From an optimization exercise on the open Yosys and OpenROAD flow, aimed at small area and a short achievable clock period; shortcuts taken in it are not production practice.
In this exercise RTL edits were held to simulation tests only and were not proved equivalent to the original.
Power and IR drop assume default switching activity.

== wip/lagoon ==
Design fft_r2sdf_stage, start of the top module:
module fft_r2sdf_stage #(
  parameter int unsigned N_LOG2 = 8,
  parameter int unsigned STAGE  = 0,
  parameter int unsigned DW     = 16
) (
  input  logic          clk,
  input  logic          rst_n,
  input  logic          din_valid,
  input  logic          din_sop,
  input  logic [DW-1:0] din_re,
  input  logic [DW-1:0] din_im,
  output logic          dout_valid,
  output logic          dout_sop,
  output logic [DW-1:0] dout_re,
  output logic [DW-1:0] dout_im,
  output logic [15:0]   dout_theta
);
==> flow/config.mk <==
export PLATFORM = sky130hd
export DESIGN_NAME = fft_r2sdf_stage
export DESIGN_NICKNAME = fft_r2sdf_stage
export VERILOG_FILES = /design/flow/design.v
export SDC_FILE = /design/flow/constraint.sdc
export NUM_CORES = 4
export LEC_CHECK = 0
export ABC_CLOCK_PERIOD_IN_PS = 1000
export CAP_MARGIN = 20
export CORE_MARGIN = 2
export CORE_UTILIZATION = 65
export CTS_CLUSTER_DIAMETER = 70
export CTS_CLUSTER_SIZE = 30
export SETUP_SLACK_MARGIN = 3.05
export SLEW_MARGIN = 20
==> flow/constraint.sdc <==
create_clock -name core_clock -period 5.5 [get_ports {clk}]
set_input_delay 1.1000 -clock core_clock [delete_from_list [all_inputs] [get_ports {clk}]]
set_output_delay 1.1000 -clock core_clock [all_outputs]
set_load 0.01 [all_outputs]
standard.sh (not shown) runs the stock make flow with config.mk's settings and CLKGATE_MAP_FILE= SYNTH_SCRIPT=/design/flow/synth_recipe.tcl, a recipe that flattens the netlist after the stock synthesis.
==> flow/flow/run.sh <==
#!/bin/bash
# Standard ORFS layout with three changes:
#  - synthesis maps adders as plain logic (no full-adder cells) and runs a delay-oriented
#    ABC script (flow/synth.tcl, flow/abc_speed.script); registers are the standard ones;
#  - the port buffers are plain buffers instead of the delay cells buffer_ports picks.
#  - all pins are placed on the middle of the left edge, so the datapath sits next to them.
set -euo pipefail
here=$(pwd)
export FLOW_ABC_SCRIPT=$here/flow/abc_speed.script
export FLOW_ABC_DONT_USE=$here/flow/abc_dont_use.txt
export BUFFER_PORTS_ARGS="-buffer_cell sky130_fd_sc_hd__buf_4"
export PLACE_PINS_ARGS="-exclude top:* -exclude bottom:* -exclude right:* -exclude left:0-130 -exclude left:330-452"
bash standard.sh SYNTH_SCRIPT=$here/flow/synth.tcl ADDER_MAP_FILE= finish > standard.log 2>&1
==> flow/flow/abc_dont_use.txt <==
sky130_fd_sc_hd__maj3_* sky130_fd_sc_hd__or4* sky130_fd_sc_hd__nor4* sky130_fd_sc_hd__and4* sky130_fd_sc_hd__nand4* sky130_fd_sc_hd__*2111* sky130_fd_sc_hd__*311*
==> flow/flow/abc_speed.script <==
&get -n
&st
&syn2
&if -g -K 6
&synch2
&if -g -K 6
&synch2
&nf {D}
&put
buffer -c
upsize {D}
dnsize {D}
==> flow/flow/synth.tcl <==
# synth_recipe.tcl (the standard synthesis) with one change: ABC's logic mapping runs the
# delay-oriented script flow/abc_speed.script instead of ORFS's, and does not map to the
# slow complex cells listed in flow/abc_dont_use.txt. Registers are untouched.
proc synth {args} { yosys synth -nofsm -noshare {*}$args }
proc abc {args} {
  set i [lsearch -exact $args -script]
  if {$i >= 0} { set args [lreplace $args [expr {$i + 1}] [expr {$i + 1}] $::env(FLOW_ABC_SCRIPT)] }
  set f [open $::env(FLOW_ABC_DONT_USE)]
  foreach c [read $f] { lappend args -dont_use $c }
  close $f
  yosys abc {*}$args
}
source $::env(SCRIPTS_DIR)/synth.tcl
# left out here: clear keep_hierarchy, flatten, clean up, hide names made inside functions, write 1_2_yosys.v
wip/lagoon finished all stages; the layout is clean.
Modified inputs, wip/juniper compared to wip/lagoon
- CTS_CLUSTER_DIAMETER changed from 70 to 80
Findings:
Every run in the comparison, wip/juniper and wip/lagoon, completed the flow with a clean layout.
Sort wip/juniper and wip/lagoon by setup slack after layout, ascending, and wip/lagoon comes first.
For total via count in the routed design, wip/lagoon and wip/juniper come out practically identical.
Clock power went down by a little under 10% going from wip/lagoon to wip/juniper.
Comparing wip/juniper with wip/lagoon, the sequential power came out essentially unchanged.
### wip/juniper -> wip/nickel
- CTS_CLUSTER_DIAMETER changed from 80 to 70
diff --git a/flow/flow/run.sh b/flow/flow/run.sh
--- a/flow/flow/run.sh
+++ b/flow/flow/run.sh
@@ -1,6 +1,6 @@
 #!/bin/bash
-# Standard ORFS layout with three changes:
+# Standard ORFS layout with four changes:
 #  - synthesis maps adders as plain logic (no full-adder cells) and runs a delay-oriented
 #    ABC script (flow/synth.tcl, flow/abc_speed.script); registers are the standard ones;
-#  - the port buffers are plain buffers instead of the delay cells buffer_ports picks.
+#  - the port buffers are plain buffers instead of the delay cells buffer_ports picks;
 #  - all pins are placed on the middle of the left edge, so the datapath sits next to them.
Findings:
- ~same net count reported at finish in wip/juniper and wip/nickel
- Utilization after layout in wip/nickel is 0.43 points above wip/juniper.
- For first-iteration DRC count, dividing the value from wip/juniper by the value from wip/nickel gives 1.05.
- On sum of routed wire length over all layers, wip/juniper and wip/nickel are neck and neck.
- Summary of wip/nickel over wip/juniper: combined flip-flop and latch cell area has remained practically unchanged; data arrival at the endpoint of the critical path decreased 1660 ps.
- Number of placement rows: wip/nickel vs wip/juniper identical
Edits applied to the flow inputs when going from wip/nickel to wip/amber:
- CTS_BUF_LIST newly set to sky130_fd_sc_hd__clkbuf_8 sky130_fd_sc_hd__clkbuf_16
==> run notes <==
wip/nickel and wip/amber ended up with nearly the same clock skew.
In terms of detailed-route wire length on metal 1, wip/amber and wip/nickel differ only marginally.
As far as total power is concerned, wip/amber and wip/nickel perform about the same.
Critical path depth: wip/nickel vs wip/amber identical
Internal power of the cells across wip/nickel and wip/amber: no real change.
For global-route usage over all layers, wip/amber and wip/nickel come out practically identical.
Comparing wip/amber with wip/nickel, the share of total power consumed by net switching came out essentially unchanged.
Power per cell area: wip/nickel vs wip/amber — no meaningful difference
From wip/nickel to wip/amber the numbers moved as follows: wire length comparable, time the worst path needs with I/O delays and setup comparable.
[inputs] wip/willow vs wip/amber
- removing CTS_BUF_LIST (formerly sky130_fd_sc_hd__clkbuf_8 sky130_fd_sc_hd__clkbuf_16)
- changing SETUP_SLACK_MARGIN from 3.05 to 2.98
diff --git a/flow/flow/run.sh b/flow/flow/run.sh
--- a/flow/flow/run.sh
+++ b/flow/flow/run.sh
@@ -1,6 +1,6 @@
 #!/bin/bash
-# Standard ORFS layout with four changes:
+# Standard ORFS layout with three changes:
 #  - synthesis maps adders as plain logic (no full-adder cells) and runs a delay-oriented
 #    ABC script (flow/synth.tcl, flow/abc_speed.script); registers are the standard ones;
-#  - the port buffers are plain buffers instead of the delay cells buffer_ports picks;
+#  - the port buffers are plain buffers instead of the delay cells buffer_ports picks.
 #  - all pins are placed on the middle of the left edge, so the datapath sits next to them.
wip/willow: all stages complete, timing, DRC and antenna checks passed. wip/willow against wip/amber: number of max-slew violations in the final report now sits at about the same level, met1 wire length now sits lower, aggregate global-route resource usage now sits at about the same level.

## port drivers added, routing unchanged
The results above use ideal ports. As a check the final layouts listed here were re-extracted and re-timed, cells and wires unchanged. Step 1: set_driving_cell puts a clkbuf_16 on clk and a buf_2 on each other input, an assumption about the parent block. Step 2 also shifts input and output timing later by t, the mid clock arrival at the registers, as if the neighbouring blocks saw the same clock. Three values: ideal ports, drivers, drivers and shift; two values: the first two.
run | t, ns | setup slack, ns | worst setup path after step 2 | worst data-port slew with drivers (ns) | pins driven straight from the clock port
wip/lagoon | 0.872 | 3.085 / 3.022 / 2.327 | input to register | 0.09 | 1
wip/juniper | 0.857 | 3.093 / 3.030 / 2.332 | input to register | 0.08 | 1
wip/nickel | 0.872 | 3.085 / 3.022 / 2.327 | input to register | 0.09 | 1
wip/amber | 0.871 | 3.086 / 3.023 / 2.296 | input to register | 0.09 | 1
wip/willow | 0.889 | 2.998 / 2.917 / 2.266 | input to register | 0.09 | 1
After both steps every run listed still meets setup and hold. The setup slack of wip/amber, which loses most, moves by -0.063 ns with the drivers and by -0.790 ns with both steps.
